What follows belongs to an exercise in optimizing a design on an open flow for small area, a short achievable clock period and few clock cycles per item; a production flow would make more cautious choices.
Function was checked by simulation only, so behaviour that the tests miss may differ from the original.

<file path="flow/config.mk">
export PLATFORM = sky130hd
export DESIGN_NAME = link_keeping_drive_vector
export DESIGN_NICKNAME = link_keeping_drive_vector
export VERILOG_FILES = /design/flow/design.v
export SDC_FILE = /design/flow/constraint.sdc
export NUM_CORES = 4
export LEC_CHECK = 0
export CAP_MARGIN = 20
export CORE_MARGIN = 2
export CORE_UTILIZATION = 40
export CTS_BUF_LIST = sky130_fd_sc_hd__clkbuf_16
export CTS_CLUSTER_DIAMETER = 100
export CTS_CLUSTER_SIZE = 24
export PLACE_DENSITY = 0.6
export SLEW_MARGIN = 20
</file>
<file path="flow/constraint.sdc">
create_clock -name core_clock -period 11.0 [get_ports {clk}]
set_input_delay 2.2000 -clock core_clock [delete_from_list [all_inputs] [get_ports {clk}]]
set_output_delay 2.2000 -clock core_clock [all_outputs]
set_load 0.01 [all_outputs]
</file>
<file path="flow/design.v">
package lkdv_pkg;
	localparam int unsigned LKDV_MAX_NEIGHBOURS = 8;
	localparam int unsigned CNT_W      = 4;
	localparam int unsigned COORD_W    = 16;
	localparam int unsigned SQ_W       = 32;
	localparam int unsigned ROOT_W     = 16;
	localparam int unsigned DRIVE_W    = 15;
	localparam int unsigned QUO_W      = 15;
	localparam int unsigned PROD_W     = DRIVE_W + COORD_W;
	localparam int unsigned SQRT_STEPS = 16;
	localparam int unsigned DIV_STEPS  = 15;
	typedef enum logic {
		REG_REACH = 1'b0,
		REG_DRIVE = 1'b1
	} reg_idx_t;
	typedef struct packed {
		logic                       found;
		logic signed [COORD_W-1:0]  held_x;
		logic signed [COORD_W-1:0]  held_y;
		logic [CNT_W-1:0]           held_index;
		logic [SQ_W-1:0]            held_sq;
	} frame_t;
endpackage
module lkdv_csa (
	input  logic [31:0] a,
	input  logic [31:0] b,
	input  logic [31:0] c,
	output logic [31:0] s,
	output logic [31:0] k
);
	assign s = a ^ b ^ c;
	assign k = {(a[30:0] & b[30:0]) | (a[30:0] & c[30:0]) | (b[30:0] & c[30:0]), 1'b0};
endmodule
module lkdv_arith (
	input  logic [31:0] acc_s,
	input  logic [31:0] acc_c,
	input  logic [17:0] mx,
	input  logic [17:0] my,
	input  logic [14:0] pmask,
	output logic [31:0] nxt_s,
	output logic [31:0] nxt_c
)
;
	logic [14:0] px, py;
	logic [2:0]  bx, by;
	logic [18:0] tx, ty;
	logic [31:0] o0, o1, o2, o3, o4, o5, o6, o7;
	logic [31:0] s1a, k1a, s1b, k1b;
	logic [31:0] s2a, k2a, s2b, k2b;
	logic [31:0] s3, k3;
	assign px = mx[14:0] & pmask;
	assign py = my[14:0] & pmask;
	assign bx = mx[17:15];
	assign by = my[17:15];
	assign tx = {px, 1'b0, bx};
	assign ty = {py, 1'b0, by};
	assign o0 = {acc_s[25:0], 6'd0};
	assign o1 = {acc_c[25:0], 6'd0};
	assign o2 = {13'd0, bx[0] ? tx : 19'd0};
	assign o3 = {12'd0, bx[1] ? tx : 19'd0, 1'b0};
	assign o4 = {11'd0, bx[2] ? tx : 19'd0, 2'b0};
	assign o5 = {13'd0, by[0] ? ty : 19'd0};
	assign o6 = {12'd0, by[1] ? ty : 19'd0, 1'b0};
	assign o7 = {11'd0, by[2] ? ty : 19'd0, 2'b0};
	lkdv_csa u1a (.a(o2),  .b(o3),  .c(o4),  .s(s1a), .k(k1a));
	lkdv_csa u1b (.a(o5),  .b(o6),  .c(o7),  .s(s1b), .k(k1b));
	lkdv_csa u2a (.a(s1a), .b(k1a), .c(s1b), .s(s2a), .k(k2a));
	lkdv_csa u2b (.a(k1b), .b(o0),  .c(o1),  .s(s2b), .k(k2b));
	lkdv_csa u3  (.a(s2a), .b(k2a), .c(s2b), .s(s3),  .k(k3));
	lkdv_csa u4  (.a(s3),  .b(k3),  .c(k2b), .s(nxt_s), .k(nxt_c));
endmodule
module lkdv_mag (
	input  logic [15:0] v,
	output logic [15:0] m
);
	logic [15:0] p1, p2, p4, p8;
	assign p1 = v;
	assign p2 = p1 | {p1[14:0], 1'b0};
	assign p4 = p2 | {p2[13:0], 2'b0};
	assign p8 = p4 | {p4[11:0], 4'b0};
	assign m = v ^ ({16{v[15]}} & {(p8[14:0] | {p8[6:0], 8'b0}), 1'b0});
endmodule
module lkdv_qualify (
	input  logic        clk,
	input  logic        arst_n,
	input  logic        in_valid,
	output logic        in_stall,
	input  logic [15:0] offset_x,
	input  logic [15:0] offset_y,
	input  logic        present,
	input  logic        frame_end,
	input  logic [15:0] reach,
	input  logic        reach_wr,
	output logic        f_valid,
	output logic        f_end,
	input  logic        f_take,
	output logic        f_found,
	output logic [31:0] f_sq,
	output logic [15:0] f_mx,
	output logic [15:0] f_my,
	output logic        f_sx,
	output logic        f_sy,
	output logic [2:0]  f_idx
);
	logic        busy_q, busy_n;      
	logic        res2_q, res2_n;      
	logic        chk_q, chk_n;        
	logic        r2run_q, r2run_n;    
	logic        r2pend_q, r2pend_n;  
	logic        last_q, last_n;      
	logic        tok_q, tok_n;        
	logic        tokf_q, tokf_n;      
	logic        found_q, found_n;    
	logic [3:0]  cnt_q, cnt_n;
	logic        stall_q;
	logic        ldok;                
	logic [4:0]  pm_q;                
	logic [17:0] rx_q;
	logic [17:0] ry_q;
	logic        sx_q;
	logic        sy_q;
	logic [2:0]  idx_q;
	logic [31:0] acc_s_q;
	logic [31:0] acc_c_q;
	logic [31:0] r2_q;
	logic [31:0] nxt_s;
	logic [31:0] nxt_c;
	logic [31:0] sum;
	logic [14:0] pmask;
	logic        accept;
	logic        examine;
	logic        found;
	logic        beyond;
	logic [15:0] mag_x;
	logic [15:0] mag_y;
	logic        start;
	logic        load;
	assign pmask = {{3{pm_q[4]}}, {3{pm_q[3]}}, {3{pm_q[2]}}, {3{pm_q[1]}}, {3{pm_q[0]}}};
	lkdv_arith u_sq (
		.acc_s (acc_s_q),
		.acc_c (acc_c_q),
		.mx    (rx_q),
		.my    (ry_q),
		.pmask (pmask),
		.nxt_s (nxt_s),
		.nxt_c (nxt_c)
	);
	assign sum = acc_s_q + acc_c_q;
	assign beyond   = chk_q && (acc_s_q > r2_q);
	lkdv_mag u_mag_x (.v(offset_x), .m(mag_x));
	lkdv_mag u_mag_y (.v(offset_y), .m(mag_y));
	assign found    = found_q || beyond;
	assign in_stall = stall_q;
	assign accept   = in_valid && !stall_q;
	assign examine  = !cnt_q[3] && present && !found;
	assign start    = r2pend_q && !busy_q && !res2_q && !tok_q;
	assign ldok     = !stall_q && !cnt_q[3] && !found_q;
	assign load     = in_valid && present && ldok;
	assign f_valid = tok_q;
	assign f_found = tokf_q;
	assign f_end   = accept && frame_end;
	assign f_sq    = acc_s_q;
	assign f_mx    = rx_q[15:0];
	assign f_my    = ry_q[15:0];
	assign f_sx    = sx_q;
	assign f_sy    = sy_q;
	assign f_idx   = idx_q;
	always_comb begin
		busy_n   = busy_q;
		res2_n   = res2_q;
		chk_n    = 1'b0;
		r2run_n  = r2run_q;
		r2pend_n = r2pend_q || reach_wr;
		last_n   = last_q;
		tok_n    = tok_q && !f_take;
		tokf_n   = tokf_q;
		found_n  = found_q;
		cnt_n    = cnt_q;
		if (chk_q) begin
			if (beyond) begin
				tok_n   = 1'b1;
				tokf_n  = 1'b1;
				found_n = 1'b1;
			end else if (last_q) begin
				tok_n  = 1'b1;
				tokf_n = 1'b0;
			end
			if (last_q)
				found_n = 1'b0;
		end
		if (busy_q) begin
			if (pm_q[4]) begin
				busy_n = 1'b0;
				res2_n = 1'b1;
			end
		end else if (res2_q) begin
			res2_n = 1'b0;
			if (r2run_q)
				r2run_n = 1'b0;
			else
				chk_n = 1'b1;
		end else if (start) begin
			r2pend_n = reach_wr;
			r2run_n  = 1'b1;
			busy_n   = 1'b1;
		end else if (accept) begin
			if (!cnt_q[3])
				cnt_n = cnt_q + 4'd1;
			if (frame_end)
				cnt_n = 4'd0;
			last_n = frame_end;
			if (examine) begin
				busy_n = 1'b1;
			end else if (frame_end) begin
				if (!found) begin
					tok_n  = 1'b1;
					tokf_n = 1'b0;
				end
				found_n = 1'b0;
			end
		end
	end
	always_ff @(posedge clk or negedge arst_n) begin
		if (!arst_n) begin
			busy_q   <= 1'b0;
			res2_q   <= 1'b0;
			chk_q    <= 1'b0;
			r2run_q  <= 1'b0;
			r2pend_q <= 1'b1;    
			last_q   <= 1'b0;
			tok_q    <= 1'b0;
			tokf_q   <= 1'b0;
			found_q  <= 1'b0;
			cnt_q    <= 4'd0;
			stall_q  <= 1'b1;
		end else begin
			busy_q   <= busy_n;
			res2_q   <= res2_n;
			chk_q    <= chk_n;
			r2run_q  <= r2run_n;
			r2pend_q <= r2pend_n;
			last_q   <= last_n;
			tok_q    <= tok_n;
			tokf_q   <= tokf_n;
			found_q  <= found_n;
			cnt_q    <= cnt_n;
			stall_q  <= busy_n || res2_n || r2pend_n || chk_n || (tok_n && !found_n);
		end
	end
	always_ff @(posedge clk) begin
		if (res2_q && r2run_q)
			r2_q <= sum;
	end
	always_ff @(posedge clk) begin
		if (busy_q) begin
			acc_s_q <= nxt_s;
			acc_c_q <= nxt_c;
			rx_q    <= {rx_q[14:0], rx_q[17:15]};
			ry_q    <= {ry_q[14:0], ry_q[17:15]};
			pm_q    <= {pm_q[3:0], 1'b1};
		end else if (res2_q) begin
			acc_s_q <= sum;
		end else if (start) begin
			acc_s_q <= {31'd0, reach[15]};
			acc_c_q <= 32'd0;
			pm_q    <= 5'd1;
			rx_q    <= {reach[14:0], 2'd0, reach[15]};
			ry_q    <= 18'd0;
		end else if (ldok) begin
			acc_s_q <= {31'd0, mag_x[15]};
			acc_c_q <= {31'd0, mag_y[15]};
			pm_q    <= 5'd1;
			rx_q    <= {mag_x[14:0], 2'd0, mag_x[15]};
			ry_q    <= {mag_y[14:0], 2'd0, mag_y[15]};
			sx_q    <= offset_x[15];
			sy_q    <= offset_y[15];
			idx_q   <= cnt_q[2:0];
		end
	end
endmodule
module lkdv_scale (
	input  logic        clk,
	input  logic        arst_n,
	input  logic        f_valid,
	input  logic        f_end,
	output logic        f_take,
	input  logic        f_found,
	input  logic [31:0] f_sq,
	input  logic [15:0] f_mx,
	input  logic [15:0] f_my,
	input  logic        f_sx,
	input  logic        f_sy,
	input  logic [2:0]  f_idx,
	input  logic [14:0] gain,
	output logic        out_valid,
	input  logic        out_stall,
	output logic [15:0] drive_x,
	output logic [15:0] drive_y,
	output logic        has_signal,
	output logic [3:0]  chosen_index
);
	logic        b_run_q;
	logic        b_done_q;
	logic [3:0]  b_step_q;
	logic        b_found_q;
	logic [31:0] b_sq_q;
	logic [15:0] b_root_q;
	logic [16:0] b_rem_q;
	logic [31:0] b_px_q;
	logic [31:0] b_py_q;
	logic        b_sx_q;
	logic        b_sy_q;
	logic [2:0]  b_idx_q;
	logic        c_run_q;
	logic        c_wait_q;
	logic [3:0]  c_step_q;
	logic        c_found_q;
	logic [31:0] c_dx_q;
	logic [31:0] c_dy_q;
	logic [15:0] c_root_q;
	logic        c_sx_q;
	logic        c_sy_q;
	logic [2:0]  c_idx_q;
	logic        o_valid_q;
	logic [2:0]  ends_q;          
	logic        o_load;
	logic [15:0] o_x_q;
	logic [15:0] o_y_q;
	logic        o_sig_q;
	logic [2:0]  o_idx_q;
	logic        b_free;
	logic        c_take;
	logic        c_free;
	logic        o_free;
	logic        c_last;
	logic        c_zero;
	logic        c_fin;
	logic [15:0] res_x;
	logic [15:0] res_y;
	logic [18:0] sq_t;
	logic [16:0] mx_a;
	logic [16:0] my_a;
	logic [16:0] mx_s;
	logic [16:0] my_s;
	logic [17:0] dx_t;
	logic [17:0] dy_t;
	logic        sq0_ge;
	logic [14:0] nqx;
	logic [14:0] nqy;
	assign sq_t = {b_rem_q, b_sq_q[31:30]} - {1'b0, b_root_q, 2'b01};
	assign mx_a = {1'b0, b_px_q[31:16]} + {2'b0, gain};
	assign my_a = {1'b0, b_py_q[31:16]} + {2'b0, gain};
	assign mx_s = b_px_q[0] ? mx_a : {1'b0, b_px_q[31:16]};
	assign my_s = b_py_q[0] ? my_a : {1'b0, b_py_q[31:16]};
	assign dx_t = {c_dx_q[31:14]} - {2'b0, c_root_q};
	assign dy_t = {c_dy_q[31:14]} - {2'b0, c_root_q};
	assign sq0_ge = f_sq[31:30] != 2'd0;
	assign c_free = !c_run_q && !c_wait_q;
	assign o_free = !o_valid_q || !out_stall;
	assign c_last = c_run_q && (c_step_q == 4'd14);
	assign c_zero = c_take && !b_found_q;
	assign c_fin  = c_last || c_zero || c_wait_q;
	assign o_load = c_fin && o_free && (ends_q != 3'd0);
	assign c_take = b_done_q && c_free;
	assign b_free = !b_run_q && (!b_done_q || c_take);
	assign f_take = f_valid && b_free;
	always_ff @(posedge clk or negedge arst_n) begin
		if (!arst_n) begin
			b_run_q  <= 1'b0;
			b_done_q <= 1'b0;
			b_step_q <= 4'd0;
			c_run_q  <= 1'b0;
			c_wait_q <= 1'b0;
			c_step_q <= 4'd0;
			o_valid_q <= 1'b0;
			ends_q    <= 3'd0;
		end else begin
			if (b_run_q) begin
				b_step_q <= b_step_q + 4'd1;
				if (b_step_q == 4'd14) begin
					b_run_q  <= 1'b0;
					b_done_q <= 1'b1;
				end
			end else if (f_take) begin
				b_run_q  <= f_found;
				b_done_q <= !f_found;
				b_step_q <= 4'd0;
			end else if (c_take) begin
				b_done_q <= 1'b0;
			end
			if (c_run_q) begin
				c_step_q <= c_step_q + 4'd1;
				if (c_step_q == 4'd14)
					c_run_q <= 1'b0;
			end else if (c_take) begin
				c_run_q  <= b_found_q;
				c_step_q <= 4'd0;
			end
			if (c_fin) begin
				c_wait_q <= !o_load;
			end
			ends_q <= ends_q + {2'd0, f_end} - {2'd0, o_load};
			if (o_load) begin
				o_valid_q <= 1'b1;
			end else if (!out_stall) begin
				o_valid_q <= 1'b0;
			end
		end
	end
	always_ff @(posedge clk) begin
		if (b_run_q) begin
			b_sq_q <= {b_sq_q[29:0], 2'b00};
			if (!sq_t[18]) begin
				b_rem_q  <= sq_t[16:0];
				b_root_q <= {b_root_q[14:0], 1'b1};
			end else begin
				b_rem_q  <= {b_rem_q[14:0], b_sq_q[31:30]};
				b_root_q <= {b_root_q[14:0], 1'b0};
			end
			b_px_q <= {mx_s, b_px_q[15:1]};
			b_py_q <= {my_s, b_py_q[15:1]};
		end else if (f_take) begin
			b_found_q <= f_found;
			b_sq_q    <= {f_sq[29:0], 2'b00};
			b_rem_q   <= {15'd0, sq0_ge ? f_sq[31:30] - 2'd1 : f_sq[31:30]};
			b_root_q  <= {15'd0, sq0_ge};
			b_px_q    <= {2'd0, f_mx[0] ? gain : 15'd0, f_mx[15:1]};
			b_py_q    <= {2'd0, f_my[0] ? gain : 15'd0, f_my[15:1]};
			b_sx_q    <= f_sx;
			b_sy_q    <= f_sy;
			b_idx_q   <= f_idx;
		end
		if (c_last) begin
			c_dx_q[15:0] <= res_x;
			c_dy_q[15:0] <= res_y;
		end else if (c_run_q) begin
			c_dx_q <= {dx_t[17] ? c_dx_q[30:14] : dx_t[16:0], c_dx_q[13:0], !dx_t[17]};
			c_dy_q <= {dy_t[17] ? c_dy_q[30:14] : dy_t[16:0], c_dy_q[13:0], !dy_t[17]};
		end else if (c_take) begin
			c_found_q <= b_found_q;
			c_dx_q    <= b_found_q ? b_px_q : 32'd0;
			c_dy_q    <= b_found_q ? b_py_q : 32'd0;
			c_root_q  <= b_root_q;
			c_sx_q    <= b_sx_q;
			c_sy_q    <= b_sy_q;
			c_idx_q   <= b_found_q ? b_idx_q : 3'd0;
		end
	end
	assign nqx = {1'b1, ~c_dx_q[13:0]} + 15'd1;
	assign nqy = {1'b1, ~c_dy_q[13:0]} + 15'd1;
	assign res_x = c_sx_q ? (dx_t[17] ? {nqx, 1'b0} : {1'b1, ~c_dx_q[13:0], 1'b1})
	                      : {1'b0, c_dx_q[13:0], !dx_t[17]};
	assign res_y = c_sy_q ? (dy_t[17] ? {nqy, 1'b0} : {1'b1, ~c_dy_q[13:0], 1'b1})
	                      : {1'b0, c_dy_q[13:0], !dy_t[17]};
	always_ff @(posedge clk) begin
		if (o_load) begin
			if (c_last) begin
				o_x_q   <= res_x;
				o_y_q   <= res_y;
				o_sig_q <= 1'b1;
				o_idx_q <= c_idx_q;
			end else if (c_wait_q) begin
				o_x_q   <= c_dx_q[15:0];
				o_y_q   <= c_dy_q[15:0];
				o_sig_q <= c_found_q;
				o_idx_q <= c_idx_q;
			end else begin
				o_x_q   <= 16'd0;
				o_y_q   <= 16'd0;
				o_sig_q <= 1'b0;
				o_idx_q <= 3'd0;
			end
		end
	end
	assign out_valid    = o_valid_q;
	assign drive_x      = o_x_q;
	assign drive_y      = o_y_q;
	assign has_signal   = o_sig_q;
	assign chosen_index = {1'b0, o_idx_q};
endmodule
module link_keeping_drive_vector (
	input  logic        clk,
	input  logic        arst_n,
	input  logic        psel,
	input  logic        penable,
	input  logic        pwrite,
	input  logic [2:0]  paddr,
	input  logic [31:0] pwdata,
	output logic [31:0] prdata,
	output logic        pready,
	input  logic        in_valid,
	output logic        in_stall,
	input  logic signed [15:0] offset_x,
	input  logic signed [15:0] offset_y,
	input  logic        present,
	input  logic        frame_end,
	output logic        out_valid,
	input  logic        out_stall,
	output logic signed [15:0] drive_x,
	output logic signed [15:0] drive_y,
	output logic        has_signal,
	output logic [3:0]  chosen_index
);
	logic [15:0] reach_q;
	logic [14:0] gain_q;
	logic        wr_reach_q;
	logic        wr_gain_q;
	logic [15:0] rd_q;
	logic        f_valid;
	logic        f_end;
	logic        f_take;
	logic        f_found;
	logic [31:0] f_sq;
	logic [15:0] f_mx;
	logic [15:0] f_my;
	logic        f_sx;
	logic        f_sy;
	logic [2:0]  f_idx;
	assign pready = 1'b1;
	always_ff @(posedge clk or negedge arst_n) begin
		if (!arst_n) begin
			wr_reach_q <= 1'b0;
			wr_gain_q  <= 1'b0;
			reach_q    <= 16'd0;
			gain_q     <= 15'd0;
		end else begin
			wr_reach_q <= psel && !penable && pwrite && !paddr[2];
			wr_gain_q  <= psel && !penable && pwrite && paddr[2];
			if (wr_reach_q)
				reach_q <= pwdata[15:0];
			if (wr_gain_q)
				gain_q  <= pwdata[14:0];
		end
	end
	always_ff @(posedge clk) begin
		rd_q <= paddr[2] ? {1'b0, gain_q} : reach_q;
	end
	assign prdata = {16'd0, rd_q};
	lkdv_qualify u_qualify (
		.clk       (clk),
		.arst_n    (arst_n),
		.in_valid  (in_valid),
		.in_stall  (in_stall),
		.offset_x  (offset_x),
		.offset_y  (offset_y),
		.present   (present),
		.frame_end (frame_end),
		.reach     (reach_q),
		.reach_wr  (wr_reach_q),
		.f_valid   (f_valid),
		.f_end     (f_end),
		.f_take    (f_take),
		.f_found   (f_found),
		.f_sq      (f_sq),
		.f_mx      (f_mx),
		.f_my      (f_my),
		.f_sx      (f_sx),
		.f_sy      (f_sy),
		.f_idx     (f_idx)
	);
	lkdv_scale u_scale (
		.clk          (clk),
		.arst_n       (arst_n),
		.f_valid      (f_valid),
		.f_end        (f_end),
		.f_take       (f_take),
		.f_found      (f_found),
		.f_sq         (f_sq),
		.f_mx         (f_mx),
		.f_my         (f_my),
		.f_sx         (f_sx),
		.f_sy         (f_sy),
		.f_idx        (f_idx),
		.gain         (gain_q),
		.out_valid    (out_valid),
		.out_stall    (out_stall),
		.drive_x      (drive_x),
		.drive_y      (drive_y),
		.has_signal   (has_signal),
		.chosen_index (chosen_index)
	);
endmodule
</file>
<file path="flow/flow/run.sh">
#!/bin/bash
set -euo pipefail
bash standard.sh SETUP_SLACK_MARGIN=7 finish > flow_make.log 2>&1
</file>
<file path="flow/standard.sh">
#!/bin/bash
# synth_recipe.tcl (not shown) runs the flow's synth.tcl, then flattens the netlist and writes it again
# the make line also repeats each setting of config.mk as NAME=value (left out here)
make -C /OpenROAD-flow-scripts/flow DESIGN_CONFIG=/design/flow/config.mk WORK_HOME=/design/flow/orfs CLKGATE_MAP_FILE= SYNTH_SCRIPT=/design/flow/synth_recipe.tcl "${@:-finish}"
</file>
==> results.toml, run 1 <==
[grt]
grt_pass1_wl_um = 124000
grt_pass1_vias = 21100
grt_use_total = 0.206
antenna_found_initial = 1
grt_max_degree = 109
overflow = 0

[yosys]
yosysWarnings = 3
ys.flop_type = "edfxtp_1"
synth_area_per_cell_um2 = 10.8
synth_seq_area_share = 0.459
synth-seq-cells = 472
synth_edf_count = 392
syn_inst = 2774
ys_types = 84
postSynth.asyncResetShare = 0.133
syn_area_um2 = 29800

[finish]
final_nets = 3190
final_cell_mix = "392 x edfxtp_1, 276 x inv_1, 236 x nand2_1"
finalCoreUtilization = 0.444
areaGrowthSynthToFinish_pct = 10.3
final_layout_size_suffix_gt1_frac = 0.0791
n_antenna_cell = 0
layoutNonFillerInstCount = 3825
stdcell_area_um2 = 32900
final_common_cell = "edfxtp_1"

[timing]
period_share = 0.423
finalSetupViolations = 0
period_minus_slack_ns = 4.65
tightest_slew_ns = 1.10
fin_setup_tns_ns = 0
hold_viol = 0
rsz0062_at_grt = "true"
max_slew_margin = 0.266
fmax_mhz = 215
fin_ws_ns = 6.35
holdWs_ns = 0.440
slew_viol_final = 0
fin_worst_skew_ns = 0.0318

[run]
max-cap-violations = 0

[clocking]
cts_tree = "done"
cts_max_level = 1
cts_made_buffers = 25
clkTransAtPathRegs_ns = 0.10
ctsHoldBuffers = 0
cts_max_path_buffers = 3
root_buffer = "clkbuf_16"
clk_latency_ns = 0.59
clock-sinks = 472

[floorplan]
fp.dieW_um = 277
design.die.area_um2 = 76800
row_count = 100
io_pins = 148
core_area_um2 = 74200
die_h_um = 277
start_util = 0.402

[placed_design]
port_buffers = 111
placedCellCount = 3763
post-place-ws_ns = 5.26
gp_congestion = 0.932
dp_hpwl_um = 58700
place_area_um2 = 32000

[worst_hold_path]
hp-class = "reg -> reg"

[routing]
postRouteWirelength_um = 79600
ant_nets = 0
drt_iter0_markers = 1625
firstDrtPassIters = 6
wire_per_inst_um = 20.8
vias = 21200
drc = 0
post_drt_via_cell_ratio = 5.56

[setup_path]
worstPathRequired_ns = 11.34
arrival_ns = 4.99
crit_path_max_fanout = 2
r2r_slack_ns = 7.13
crit_path_end_kind = "flip-flop"
critPathKind = "in -> reg"
startpoint_type = "input pin"

[outcome]
status = "complete, no violations"
-- registers in the layout (all words and copies together) (netlist names), 29 cells and up --
signal / cells
u_qualify.acc_c_q: 29
u_qualify.acc_s_q: 32
u_qualify.r2_q: 32
u_scale.b_px_q: 32
u_scale.b_py_q: 32
u_scale.b_sq_q: 30
u_scale.c_dx_q: 32
u_scale.c_dy_q: 32
-- logic make-up after synthesis --
family / share of synthesized area
DFF: 0.459
adders and majority gates: 0.141
and+or+nand+nor: 0.126
AOI/OAI and AO/OA: 0.129
xor gates and xnor gates: 0.0458
muxes: 0.0465
other: 0.000252
buffers and inverters: 0.0526
-- final timing paths --
check                                   start                    end  depth (start not counted)
max                               offset_x[0]     u_qualify.rx_q[17]                          9
min                            u_scale.b_sx_q         u_scale.c_sx_q                          0
max reg2reg                u_qualify.rx_q[15]  u_qualify.acc_s_q[12]                          8
min reg2reg                    u_scale.b_sx_q         u_scale.c_sx_q                          0
max in group asynchronous              arst_n       u_qualify.busy_q                          1
min in group asynchronous              arst_n    u_scale.c_step_q[0]                          1
-- critical path: stages --
cell and delay (ns):
buf_12 0.10, or4_4 0.52, or3_4 0.36, or4_4 0.43, or4_4 0.57, nor3_4 0.17, mux2_4 0.32, a221oi_2 0.23
nand2_1 0.09
-- synth_stat cells (6+ instances only) --
master    count  area [um2]
a21o_1       45         338
dfxtp_1      17         340
xnor2_1      84         736
o21ai_0     199         996
mux2_2       89        1000
nor3_1       31         155
ha_1        174        2180
a211oi_1     10        75.1
nor2_1      125         469
nor2b_1      32         200
a22oi_1       8        60.1
and3_1       85         532
o21a_1       18         135
nor4_1       10        62.6
and2_1       72         450
nand4_1      12        75.1
mux2i_1      37         370
nand3_1      65         325
buf_2         7        35.0
edfxtp_1    392       11800
a31oi_1      14        87.6
o311ai_0      9        78.8
a221oi_1      8        70.1
fa_1        102        2040
dfrtp_1      61        1530
clkbuf_1    100         375
o31a_1        6        52.6
or3_1        19         119
buf_4        19         143
nand2_1     240         901
a31o_2       10        87.6
o41ai_1       8        70.1
o31ai_1      27         203
a21oi_1     112         561
o211ai_1     13        97.6
xor2_1       72         631
buf_1         7        26.3
nand2b_1     25         156
a22o_1       45         394
inv_1       264         991
-- area by class of cell --
cell class / count / area [um2]
clock buffers: 25 / 626
clock inverters: 20 / 121
fillers: 6932 / 41300
inverters: 264 / 991
multi-input cells: 1921 / 14800
flip-flops and latches: 472 / 13700
well taps: 969 / 1210
repair buffers: 154 / 1460
-- per-layer routing --
layer / share of wire / vias to the layer above / global-route usage
met5: 0.00013 / - / 0
met4: 0.021 / 2 / 0.0456
met3: 0.053 / 79 / 0.0264
met2: 0.47 / 562 / 0.339
met1: 0.45 / 10600 / 0.289
li1: - / 9967 / -
-- repair_timing --
item / in CTS / in global routing
buffers inserted: 12 / 5
cloned: 0 / 0
pin swaps: 14 / 15
resized for setup: 53 / 11
setup endpoints to repair: 84 / 19
Testbench counts, summed over its fixed seeds: cycles 70,559, frames 4,096.
==> run 2, diff against run 1 <==
==> flow/run.sh (new file) <==
#!/bin/bash
# synth_recipe.tcl (not shown) runs the flow's synth.tcl, then flattens the netlist and writes it again
# the make line also repeats each setting of config.mk as NAME=value (left out here)
make -C /OpenROAD-flow-scripts/flow DESIGN_CONFIG=/design/flow/config.mk WORK_HOME=/design/flow/orfs CLKGATE_MAP_FILE= SYNTH_SCRIPT=/design/flow/synth_recipe.tcl finish
removed: flow/flow/run.sh
removed: flow/standard.sh
==> run 2 against run 1 <==
Effect of this change: worst setup slack worse by 0.48 ns; global-route usage is 0.43 points lower; design area down 0.32%; largest cell class unchanged; hold slack lost 0.015 ns; synthesized cell count is the same; count of clock-buffer cells in the layout is 2 higher; still clean on timing, DRC and antenna; fmax fell by 9.3%; die area is the same; critical path type unchanged; via count decreased by 1.2%.
==> results.toml, run 2 <==
[timing]
rsz0062_at_grt = "false"
hold_viol = 0
fin_worst_skew_ns = 0.0312
tightest_slew_ns = 1.04
period_minus_slack_ns = 5.13
period_share = 0.466
slew_viol_final = 0
finalSetupViolations = 0
fin_setup_tns_ns = 0
max_slew_margin = 0.306
fmax_mhz = 195

[yosys]
synth_edf_count = 392
synth_fa_ha_area_frac = 0.141
syn_area_um2 = 29800
ys.flop_type = "edfxtp_1"
synth_compound_area_frac = 0.129
synth_top_family_by_area = "adder cells"
ys_top_cells_by_area = "edfxtp_1 39%, ha_1 7.3%, fa_1 6.8%, dfrtp_1 5.1%, mux2_2 3.4%"
synth-seq-cells = 472
syn_inst = 2774
yosysWarnings = 3
synth_seq_area_share = 0.459
synthMuxAreaShare = 0.0465
synth_area_per_cell_um2 = 10.8
synth_common_cells = "392 x edfxtp_1, 264 x inv_1, 240 x nand2_1, 199 x o21ai_0, 174 x ha_1"
yosysTopAreaCellShare = 0.394
synth.most_common_cell = "edfxtp_1"
yosys.area.top_type = "edfxtp_1"
ys_types = 84
postSynth.asyncResetShare = 0.133
yosys.area_share.xor_xnor = 0.0458
synthSimpleGateAreaFrac = 0.126

[setup_path]
crit_path_end_kind = "flip-flop"
worstPathRequired_ns = 11.37
crit_path_max_fanout = 5
arrival_ns = 5.49
startpoint_type = "input pin"
critPathKind = "in -> reg"

[grt]
grt_max_degree = 70
global_route.usage.met2 = 0.324
antenna_found_initial = 1
grt_pass1_wl_um = 121000
grt_use_met1 = 0.284
grt.busiest_layer = "met2"
overflow = 0
grt_pass1_vias = 20800
grtUsageMet3 = 0.0285
grt_use_total = 0.201

[finish]
final_common_cell = "edfxtp_1"
final_cell_mix = "392 x edfxtp_1, 273 x inv_1, 239 x nand2_1"
stdcell_area_um2 = 32800
final_layout_size_suffix_gt1_frac = 0.0700
areaGrowthSynthToFinish_pct = 9.97
fillerInstances = 6872
n_antenna_cell = 0
final_nets = 3176

[routing]
drc = 0
vias = 21000
firstDrtPassIters = 5
postRouteWirelength_um = 78300
drt_iter0_markers = 1774
ant_nets = 0
post_drt_via_cell_ratio = 5.51
wire_per_inst_um = 20.5

[worst_hold_path]
hp-class = "reg -> reg"

[floorplan]
io_pins = 148
row_count = 100
fp.dieW_um = 277
die_h_um = 277
design.die.area_um2 = 76800
start_util = 0.402
core_area_um2 = 74200

[clocking]
cts_tree = "done"
post_cts_buffers = 0
cts_max_path_buffers = 3
clock-sinks = 472
ctsHoldBuffers = 0
clkTransAtPathRegs_ns = 0.10
cts-resized-gates = 0
cts_max_level = 1
clk_latency_ns = 0.61
root_buffer = "clkbuf_16"
cts_made_buffers = 27

[placed_design]
place_area_um2 = 31900
dp_hpwl_um = 57700
gp_congestion = 0.923
port_buffers = 111

[outcome]
status = "complete, no violations"

[run]
max-cap-violations = 0
==> run 2: changes by cell type in the layout (fill, tap and decap cells not counted), moves of 3 or more <==
cell             previous run  this run
o21ai_1                     8         3
o21ai_2                     5         2
buf_2                       3         0
buf_6                       6         0
nand2_1                   236       239
clkinv_1                    4         1
buf_4                      40        27
o21ai_0                   189       197
inv_1                     276       273
clkdlybuf4s50_1           100       110
nand2_2                     3         0
==> run 2: final timing paths <==
path | end | start | cells after the start | slack, ns
max in group asynchronous | u_qualify.busy_q | arst_n | 1 | 8.65
worst max register to register | u_qualify.acc_s_q[10] | u_qualify.ry_q[15] | 8 | 7.15
worst min-delay path | u_scale.b_sy_q | u_qualify.sy_q | 0 | 0.43
worst max-delay path | u_qualify.rx_q[17] | offset_x[0] | 9 | 5.87
min in group asynchronous | u_scale.c_wait_q | arst_n | 1 | 1.68
worst min register to register | u_scale.b_sy_q | u_qualify.sy_q | 0 | 0.43
==> run 2: layer usage <==
metal	part of all wire	wire length, um
met1	0.45	35500
met2	0.46	36100
met3	0.059	4600
met4	0.028	2210
met5	0	0
==> run 2: final cells by class <==
type,instances,area (um2),share of cell area
Timing Repair Buffer,138,1320,0.0402
Sequential cell,472,13700,0.417
Clock buffer,27,676,0.0206
Inverter,264,991,0.0302
Multi-Input combinational cell,1921,14700,0.449
Tap cell,969,1210,0.0369
Clock inverter,22,191,0.00583
==> run 2: through the flow <==
| stage | hold slack [ns] | std cells | setup WS, ns | util |
|---|---|---|---|---|
| after floorplan | 0.400 | 2790 | 4.44 | - |
| after global placement | 0.413 | 3763 | 5.31 | 0.430 |
| after detailed placement | 0.405 | 3763 | 5.27 | 0.430 |
| after CTS | 0.428 | 3812 | 5.93 | 0.442 |
| after global routing | 0.449 | 3813 | 5.80 | 0.442 |
| final | 0.425 | 3813 | 5.87 | 0.442 |
==> run 2: cell families (layout without fill, tap and decap cells) <==
| logic type | count (synthesis) | in the layout |
|---|---|---|
| AOI/OAI and AO/OA | 591 | 591 |
| and+or+nand+nor | 753 | 753 |
| xor gates and xnor gates | 156 | 156 |
| other | 2 | 18 |
| adders and majority gates | 276 | 276 |
| muxes | 127 | 127 |
| DFF | 472 | 472 |
| buffers and inverters | 397 | 451 |
==> run 2: critical path, cell delays in order <==
cell	delay, ns
clkdlybuf4s50_1	0.60
or4_4	0.60
or3_4	0.38
or4_4	0.45
or4_4	0.47
nor3_4	0.17
mux2_4	0.32
a221oi_2	0.22
nand2_1	0.07
==> run 3, diff against run 2 <==
--- a/flow/design.v
+++ b/flow/design.v
@@ -34,34 +34,30 @@
 module lkdv_arith (
 	input  logic [31:0] acc_s,
 	input  logic [31:0] acc_c,
-	input  logic [17:0] mx,
-	input  logic [17:0] my,
-	input  logic [14:0] pmask,
+	input  logic [14:0] px,
+	input  logic [14:0] py,
+	input  logic [2:0]  bx,
+	input  logic [2:0]  by,
+	input  logic        sx,
+	input  logic        sy,
 	output logic [31:0] nxt_s,
 	output logic [31:0] nxt_c
-)
-;
-	logic [14:0] px, py;
-	logic [2:0]  bx, by;
-	logic [18:0] tx, ty;
+);
+	logic [31:0] tx, ty;
 	logic [31:0] o0, o1, o2, o3, o4, o5, o6, o7;
 	logic [31:0] s1a, k1a, s1b, k1b;
 	logic [31:0] s2a, k2a, s2b, k2b;
 	logic [31:0] s3, k3;
-	assign px = mx[14:0] & pmask;
-	assign py = my[14:0] & pmask;
-	assign bx = mx[17:15];
-	assign by = my[17:15];
-	assign tx = {px, 1'b0, bx};
-	assign ty = {py, 1'b0, by};
+	assign tx = {{13{sx}}, px, 1'b0, bx};
+	assign ty = {{13{sy}}, py, 1'b0, by};
 	assign o0 = {acc_s[25:0], 6'd0};
 	assign o1 = {acc_c[25:0], 6'd0};
-	assign o2 = {13'd0, bx[0] ? tx : 19'd0};
-	assign o3 = {12'd0, bx[1] ? tx : 19'd0, 1'b0};
-	assign o4 = {11'd0, bx[2] ? tx : 19'd0, 2'b0};
-	assign o5 = {13'd0, by[0] ? ty : 19'd0};
-	assign o6 = {12'd0, by[1] ? ty : 19'd0, 1'b0};
-	assign o7 = {11'd0, by[2] ? ty : 19'd0, 2'b0};
+	assign o2 = bx[0] ? tx : 32'd0;
+	assign o3 = bx[1] ? {tx[30:0], 1'b0} : 32'd0;
+	assign o4 = bx[2] ? {tx[29:0], 2'b0} : 32'd0;
+	assign o5 = by[0] ? ty : 32'd0;
+	assign o6 = by[1] ? {ty[30:0], 1'b0} : 32'd0;
+	assign o7 = by[2] ? {ty[29:0], 2'b0} : 32'd0;
 	lkdv_csa u1a (.a(o2),  .b(o3),  .c(o4),  .s(s1a), .k(k1a));
 	lkdv_csa u1b (.a(o5),  .b(o6),  .c(o7),  .s(s1b), .k(k1b));
 	lkdv_csa u2a (.a(s1a), .b(k1a), .c(s1b), .s(s2a), .k(k2a));
@@ -115,8 +111,10 @@
 	logic        stall_q;
 	logic        ldok;                
 	logic [4:0]  pm_q;                
-	logic [17:0] rx_q;
-	logic [17:0] ry_q;
+	logic [14:0] rx_q;                
+	logic [14:0] ry_q;
+	logic [14:0] px_q;                
+	logic [14:0] py_q;
 	logic        sx_q;
 	logic        sy_q;
 	logic [2:0]  idx_q;
@@ -126,7 +124,6 @@
 	logic [31:0] nxt_s;
 	logic [31:0] nxt_c;
 	logic [31:0] sum;
-	logic [14:0] pmask;
 	logic        accept;
 	logic        examine;
 	logic        found;
@@ -135,33 +132,35 @@
 	logic [15:0] mag_y;
 	logic        start;
 	logic        load;
-	assign pmask = {{3{pm_q[4]}}, {3{pm_q[3]}}, {3{pm_q[2]}}, {3{pm_q[1]}}, {3{pm_q[0]}}};
 	lkdv_arith u_sq (
 		.acc_s (acc_s_q),
 		.acc_c (acc_c_q),
-		.mx    (rx_q),
-		.my    (ry_q),
-		.pmask (pmask),
+		.px    (px_q),
+		.py    (py_q),
+		.bx    (rx_q[14:12]),
+		.by    (ry_q[14:12]),
+		.sx    (sx_q),
+		.sy    (sy_q),
 		.nxt_s (nxt_s),
 		.nxt_c (nxt_c)
 	);
 	assign sum = acc_s_q + acc_c_q;
 	assign beyond   = chk_q && (acc_s_q > r2_q);
-	lkdv_mag u_mag_x (.v(offset_x), .m(mag_x));
-	lkdv_mag u_mag_y (.v(offset_y), .m(mag_y));
+	lkdv_mag u_mag_x (.v({sx_q, px_q}), .m(mag_x));
+	lkdv_mag u_mag_y (.v({sy_q, py_q}), .m(mag_y));
 	assign found    = found_q || beyond;
 	assign in_stall = stall_q;
 	assign accept   = in_valid && !stall_q;
 	assign examine  = !cnt_q[3] && present && !found;
 	assign start    = r2pend_q && !busy_q && !res2_q && !tok_q;
-	assign ldok     = !stall_q && !cnt_q[3] && !found_q;
+	assign ldok     = !stall_q && !cnt_q[3] && !found;
 	assign load     = in_valid && present && ldok;
 	assign f_valid = tok_q;
 	assign f_found = tokf_q;
 	assign f_end   = accept && frame_end;
 	assign f_sq    = acc_s_q;
-	assign f_mx    = rx_q[15:0];
-	assign f_my    = ry_q[15:0];
+	assign f_mx    = mag_x;
+	assign f_my    = mag_y;
 	assign f_sx    = sx_q;
 	assign f_sy    = sy_q;
 	assign f_idx   = idx_q;
@@ -244,7 +243,7 @@
 			tokf_q   <= tokf_n;
 			found_q  <= found_n;
 			cnt_q    <= cnt_n;
-			stall_q  <= busy_n || res2_n || r2pend_n || chk_n || (tok_n && !found_n);
+			stall_q  <= busy_n || res2_n || r2pend_n || (chk_n && last_n) || (tok_n && !found_n);
 		end
 	end
 	always_ff @(posedge clk) begin
@@ -255,8 +254,10 @@
 		if (busy_q) begin
 			acc_s_q <= nxt_s;
 			acc_c_q <= nxt_c;
-			rx_q    <= {rx_q[14:0], rx_q[17:15]};
-			ry_q    <= {ry_q[14:0], ry_q[17:15]};
+			rx_q    <= {rx_q[11:0], 3'd0};
+			ry_q    <= {ry_q[11:0], 3'd0};
+			px_q    <= {px_q[11:0], rx_q[14:12]};
+			py_q    <= {py_q[11:0], ry_q[14:12]};
 			pm_q    <= {pm_q[3:0], 1'b1};
 		end else if (res2_q) begin
 			acc_s_q <= sum;
@@ -264,14 +265,20 @@
 			acc_s_q <= {31'd0, reach[15]};
 			acc_c_q <= 32'd0;
 			pm_q    <= 5'd1;
-			rx_q    <= {reach[14:0], 2'd0, reach[15]};
-			ry_q    <= 18'd0;
+			rx_q    <= reach[14:0];
+			ry_q    <= 15'd0;
+			px_q    <= {14'd0, reach[15]};
+			py_q    <= 15'd0;
+			sx_q    <= 1'b0;
+			sy_q    <= 1'b0;
 		end else if (ldok) begin
-			acc_s_q <= {31'd0, mag_x[15]};
-			acc_c_q <= {31'd0, mag_y[15]};
+			acc_s_q <= {31'd0, offset_x[15]};
+			acc_c_q <= {31'd0, offset_y[15]};
 			pm_q    <= 5'd1;
-			rx_q    <= {mag_x[14:0], 2'd0, mag_x[15]};
-			ry_q    <= {mag_y[14:0], 2'd0, mag_y[15]};
+			rx_q    <= offset_x[14:0];
+			ry_q    <= offset_y[14:0];
+			px_q    <= {15{offset_x[15]}};
+			py_q    <= {15{offset_y[15]}};
 			sx_q    <= offset_x[15];
 			sy_q    <= offset_y[15];
 			idx_q   <= cnt_q[2:0];
==> flow/flow/run.sh (new file) <==
#!/bin/bash
set -euo pipefail
bash standard.sh SETUP_SLACK_MARGIN=7.6 finish > flow_make.log 2>&1
==> flow/standard.sh (new file) <==
#!/bin/bash
# synth_recipe.tcl (not shown) runs the flow's synth.tcl, then flattens the netlist and writes it again
# the make line also repeats each setting of config.mk as NAME=value (left out here)
make -C /OpenROAD-flow-scripts/flow DESIGN_CONFIG=/design/flow/config.mk WORK_HOME=/design/flow/orfs CLKGATE_MAP_FILE= SYNTH_SCRIPT=/design/flow/synth_recipe.tcl "${@:-finish}"
removed: flow/run.sh
==> run 3 against run 2 <==
Effect of this change: non-clock buffer count is 63 higher; via count is 7.5% higher; count of clock-buffer cells in the layout is 4 higher; clock skew is 0.0045 ns higher; sequential cell count is 24 higher; routed wire length is 8.3% higher; synthesized area is 5.9% higher; cell count is 9.9% higher; largest cell class unchanged.
==> results.toml, run 3 <==
[timing]
tightest_slew_ns = 1.03
slew_viol_final = 0
max_slew_margin = 0.313
rsz0062_at_grt = "true"
holdWs_ns = 0.429
fin_setup_tns_ns = 0
period_minus_slack_ns = 3.60
period_share = 0.327
finalSetupViolations = 0
hold_viol = 0
fin_worst_skew_ns = 0.0358
fmax_mhz = 278

[clocking]
root_buffer = "clkbuf_16"
cts_tree = "done"
clk_latency_ns = 0.64
clkTransAtPathRegs_ns = 0.11
clock-sinks = 496
cts_max_path_buffers = 3
cts_max_level = 1
ctsHoldBuffers = 0
cts_made_buffers = 30

[grt]
grt_pass1_vias = 21900
grt_use_total = 0.204
grt_pass1_wl_um = 130000
antenna_found_initial = 2
overflow = 0
grt_max_degree = 79

[floorplan]
die_h_um = 285
start_util = 0.402
row_count = 103
io_pins = 148
fp.dieW_um = 285
design.die.area_um2 = 81300
core_area_um2 = 78600

[finish]
final_nets = 3485
fillerInstances = 7427
areaGrowthSynthToFinish_pct = 13.3
final_common_cell = "edfxtp_1"
stdcell_area_um2 = 35800
final_cell_mix = "410 x edfxtp_1, 337 x nand2_1, 314 x inv_1"
final_layout_size_suffix_gt1_frac = 0.133

[setup_path]
startpoint_type = "flip-flop"
worstPathRequired_ns = 11.39
r2r_slack_ns = 7.40
critPathKind = "reg -> reg"
arrival_ns = 3.99
ff2ff_path_depth = 9
crit_path_max_fanout = 9
crit_path_end_kind = "flip-flop"

[yosys]
ys_top_cells_by_area = "edfxtp_1 39%, fa_1 8.2%, ha_1 6.5%, dfrtp_1 4.8%, nand2_1 4.1%"
synth_seq_area_share = 0.454
yosys.area.top_type = "edfxtp_1"
synth-seq-cells = 496
ys_types = 83
yosysTopAreaCellShare = 0.389
ys.flop_type = "edfxtp_1"
yosysWarnings = 3
synth_edf_count = 410
syn_inst = 2996
synth_area_per_cell_um2 = 10.6
synth_common_cells = "410 x edfxtp_1, 345 x nand2_1, 325 x inv_1, 203 x o21ai_0, 165 x ha_1"
postSynth.asyncResetShare = 0.127
synth.most_common_cell = "edfxtp_1"
syn_area_um2 = 31600

[routing]
wire_per_inst_um = 20.3
firstDrtPassIters = 6
drt_iter0_markers = 1892
post_drt_via_cell_ratio = 5.39
ant_nets = 0
vias = 22600
drc = 0
postRouteWirelength_um = 84900

[placed_design]
dp_hpwl_um = 58100
place_area_um2 = 33800
gp_congestion = 0.864
port_buffers = 111

[run]
max-cap-violations = 0

[worst_hold_path]
hp-class = "reg -> reg"
min_path_cells = 0

[outcome]
status = "complete, no violations"
[run 3: changes by cell type after synthesis, sizes merged, moves of 14 or more]
cell | previous run | this run
a22o | 45 | 68
nor2 | 125 | 101
edfxtp | 392 | 410
a21o | 45 | 28
nand2 | 240 | 345
inv | 264 | 325
fa | 102 | 129
and2 | 73 | 157
mux2 | 90 | 74
nor2b | 32 | 46
and3 | 85 | 20
[run 3: kinds of logic (layout without fill, tap and decap cells)]
logic type                 after synthesis  in the layout  share of synthesized area
other                                    2             19                   0.000238
DFF                                    496            496                      0.454
buffers and inverters                  473            585                     0.0591
muxes                                   99             99                     0.0343
adders and majority gates              294            294                      0.147
xor gates and xnor gates               148            148                     0.0410
AOI/OAI and AO/OA                      618            620                      0.130
and+or+nand+nor                        866            879                      0.134
[run 3: final cells by class]
type	count	area, um2	share of cell area
multi-input combinational	2058	16200	0.451
inverter	328	1240	0.0347
tap	1050	1310	0.0367
clock buffer	31	776	0.0216
antenna	1	2.50	0.0000698
timing repair buffer	201	1740	0.0486
clock inverter	25	224	0.00625
sequential	496	14400	0.401
[run 3: critical path, cell delays in order (launching register included)]
cell,delay [ns]
edfxtp_1,0.50
buf_6,0.19
and2_1,0.17
fa_1,0.50
inv_1,0.06
fa_1,0.56
inv_1,0.06
fa_2,0.54
fa_2,0.49
a22o_1,0.25
[run 3: path summary, 6_finish.rpt]
path                                    start                     to
min in group asynchronous              arst_n        u_scale.b_run_q
min                        u_qualify.idx_q[1]     u_scale.b_idx_q[1]
max                        u_qualify.rx_q[13]  u_qualify.acc_s_q[10]
max in group asynchronous              arst_n              gain_q[0]
min reg2reg                u_qualify.idx_q[1]     u_scale.b_idx_q[1]
max reg2reg                u_qualify.rx_q[13]  u_qualify.acc_s_q[10]
[run 3: through the flow]
| step | util | setup slack [ns] | instances |
|---|---|---|---|
| 2_1_floorplan | - | 6.32 | 3012 |
| 3_3_place_gp | 0.430 | 6.44 | 4056 |
| 3_5_place_dp | 0.430 | 6.45 | 4056 |
| 4_1_cts | 0.451 | 7.41 | 4163 |
| 5_1_grt | 0.456 | 7.36 | 4189 |
| 6_report | 0.456 | 7.40 | 4190 |
[run 3: repair_timing]
action	4_1_cts	5_1_grt
pin swaps	44	37
buffers inserted	41	18
gates resized for setup	287	81
cloned	10	8
endpoints found under the setup margin	376	310
hold endpoints to repair	0	0
[run 3: metal layers]
layer,wire length (um),up-vias,global-route usage
met3,4190,83,0.0170
met4,1670,0,0.0432
met1,39800,11200,0.303
met2,39200,543,0.326
li1,-,10800,-
met5,0,-,0
Testbench counts of run 3, summed over its fixed seeds: cycles 69,281, frames 4,096.
==> run 4, diff against run 3 <==
==> flow/flow/run.sh (replaced) <==
#!/bin/bash
set -euo pipefail
bash standard.sh SETUP_SLACK_MARGIN=8 finish > flow_make.log 2>&1
==> run 4 against run 3 <==
Effect of this change: synthesized area did not move; cell count rose by 2.8%; highest routed layer is now met5; critical path type unchanged; die area is the same; routed wire length increased by 7.2%; largest cell class unchanged; critical path depth grew 1.
==> results.toml, run 4 <==
[setup_path]
r2r_end = "u_qualify.acc_s_q[30]"
crit_path_end_kind = "flip-flop"
worst_path_most_repeated_cell = "fa_2"
critPathKind = "reg -> reg"
r2r_start = "u_qualify.ry_q[12]"
cp-startpoint = "u_qualify.ry_q[12]"
crit_path_max_incr_delay_ns = 0.60
crit_slowest_cell = "fa_2"
arrival_ns = 3.98
crit_path_max_fanout = 7
r2r_slack_ns = 7.39
ff2ff_path_depth = 10
crit_chain = "buf_12, and2_4, fa_2, fa_2, clkinvlp_4, buf_12, fa_2, inv_2, fa_2, a22o_1"
worstPathRequired_ns = 11.37
startpoint_type = "flip-flop"

[yosys]
yosysTopAreaCellShare = 0.389
yosys.area.top_type = "edfxtp_1"
syn_area_um2 = 31600
synth_edf_count = 410
ys_top_cells_by_area = "edfxtp_1 39%, fa_1 8.2%, ha_1 6.5%, dfrtp_1 4.8%, nand2_1 4.1%"
yosysWarnings = 3
ys_types = 83
synth_area_per_cell_um2 = 10.6
synth.most_common_cell = "edfxtp_1"
synth-seq-cells = 496
postSynth.asyncResetShare = 0.127
synth_common_cells = "410 x edfxtp_1, 345 x nand2_1, 325 x inv_1, 203 x o21ai_0, 165 x ha_1"
syn_inst = 2996
synth_seq_area_share = 0.454
ys.flop_type = "edfxtp_1"

[finish]
final_cell_mix = "410 x edfxtp_1, 321 x nand2_1, 301 x inv_1"
final_layout_size_suffix_gt1_frac = 0.243
n_antenna_cell = 0
areaGrowthSynthToFinish_pct = 23.2
final_common_cell = "edfxtp_1"
final_nets = 3604

[timing]
slew_viol_final = 0
rsz0062_at_grt = "true"
period_minus_slack_ns = 3.61
fmax_mhz = 277
tightest_slew_ns = 1.09
max_slew_margin = 0.271
finalSetupViolations = 0
fin_setup_tns_ns = 0
hold_viol = 0
fin_worst_skew_ns = 0.0326
period_share = 0.328

[clocking]
ctsHoldBuffers = 0
cts_max_path_buffers = 3
cts_max_level = 1
cts_made_buffers = 28
clock-sinks = 496
clkTransAtPathRegs_ns = 0.10
cts_tree = "done"
clk_latency_ns = 0.62
root_buffer = "clkbuf_16"

[worst_hold_path]
min_path_cells = 0
hp-class = "reg -> reg"
holdCritStartpoint = "u_qualify.idx_q[2]"
hold_end = "u_scale.b_idx_q[2]"

[floorplan]
fp.dieW_um = 285
row_count = 103
io_pins = 148
core_area_um2 = 78600
design.die.area_um2 = 81300
start_util = 0.402
die_h_um = 285

[routing]
drt_iter0_markers = 2165
drc = 0
post_drt_via_cell_ratio = 5.53
firstDrtPassIters = 6
ant_nets = 0
postRouteWirelength_um = 91000
vias = 23800
wire_per_inst_um = 21.1

[grt]
grt_use_total = 0.215
overflow = 0
grt_pass1_vias = 23700
grt_max_degree = 75
grt_pass1_wl_um = 138000
antenna_found_initial = 2

[outcome]
status = "complete, no violations"

[placed_design]
gp_congestion = 0.901
dp_hpwl_um = 60000
port_buffers = 111

[run]
max-cap-violations = 0
run 4: kinds of logic (layout without fill, tap and decap cells):
kind of cell    Yosys count  count (layout)  synth area share
compound gates          618             618             0.130
xor+xnor                148             148            0.0410
fa+ha+maj               294             294             0.147
buf+inv                 473             701            0.0591
flops                   496             496             0.454
mux                      99              99            0.0343
other cells               2              18          0.000238
simple gates            866             882             0.134
run 4: cell type report:
type                            count  area (um2)
Fill cell                        6913       39700
Multi-Input combinational cell   2059       17700
Sequential cell                   496       14400
Timing Repair Buffer              321        3370
Tap cell                         1050        1310
Inverter                          328        1250
Clock buffer                       30         751
Clock inverter                     22         153
run 4: worst max-delay path by stage:
stage | endpoint | slack, ns | cells after the start
5_1_grt | u_qualify.acc_s_q[28] | 7.32 | 10
4_1_cts | u_qualify.acc_s_q[28] | 7.41 | 10
6_report | u_qualify.acc_s_q[30] | 7.39 | 10
2_1_floorplan | u_scale.ends_q[2] | 6.36 | 8
3_3_place_gp | u_scale.ends_q[2] | 6.72 | 10
3_5_place_dp | u_scale.ends_q[2] | 6.68 | 10
run 4: routing by layer:
layer | routed length (um) | part of all wire | vias up | GRT usage
met4 | 3610 | 0.040 | 4 | 0.0699
li1 | - | - | 11000 | -
met2 | 42500 | 0.47 | 825 | 0.351
met1 | 39400 | 0.43 | 11800 | 0.300
met3 | 5520 | 0.061 | 161 | 0.0228
met5 | 27 | 0.00030 | - | 0
run 4: what timing repair did:
| item | 4_1_cts | 5_1_grt |
|---|---|---|
| cloned | 25 | 11 |
| pin swaps | 107 | 103 |
| setup endpoints to repair | 484 | 460 |
| resized for setup | 610 | 196 |
| setup buffers | 112 | 49 |
run 4: worst max-delay path: cells and delay by family, from the launching register on:
family	cells	cell delay [ns]
compound gates	1	0.22
fa+ha+maj	4	1.99
simple gates	1	0.16
buf+inv	4	0.51
flops	1	0.48
run 4: per-stage QoR:
| step | cells | instance area (um2) | worst slack [ns] | hold slack, ns | utilization |
|---|---|---|---|---|---|
| global placement | 4057 | 34000 | 6.72 | 0.411 | 0.433 |
| finish | 4306 | 38900 | 7.39 | 0.432 | 0.495 |
| detailed placement | 4057 | 34000 | 6.68 | 0.410 | 0.433 |
| global route | 4306 | 38900 | 7.32 | 0.455 | 0.495 |
| CTS | 4246 | 37500 | 7.41 | 0.434 | 0.477 |
| floorplan | 3012 | 32100 | 6.36 | 0.400 | - |

what the ideal ports hide:
The flow's constraints put no driver on any port. The routed layouts listed below were extracted and timed again, unchanged, in two steps.
Step 1 (the two cells are an assumption about what drives the block):
set clk [get_ports {clk}]
set_driving_cell -lib_cell sky130_fd_sc_hd__clkbuf_16 $clk
set_driving_cell -lib_cell sky130_fd_sc_hd__buf_2 [delete_from_list [all_inputs] $clk]
Step 2 also shifts input and output timing later by t, the mid clock arrival at the registers, as if the neighbouring blocks saw the same clock.
Three values: no drivers, after step 1, after step 2; two values: the first two.
run	shift t [ns]	setup WS [ns]	worst hold slack (ns)
run 1	0.645	6.352 / 6.372 / 5.726	0.440 / 0.440 / 0.440
run 2	0.659	5.873 / 5.916 / 5.257	0.425 / 0.425 / 0.425
run 3	0.690	7.402 / 7.402 / 7.056	0.429 / 0.429 / 0.429
run 4	0.669	7.391 / 7.391 / 7.177	0.432 / 0.432 / 0.432
After both steps setup and hold are still met in every run listed. The setup slack of run 1, which loses most, moves by +0.020 ns with the drivers and by -0.626 ns with both steps.
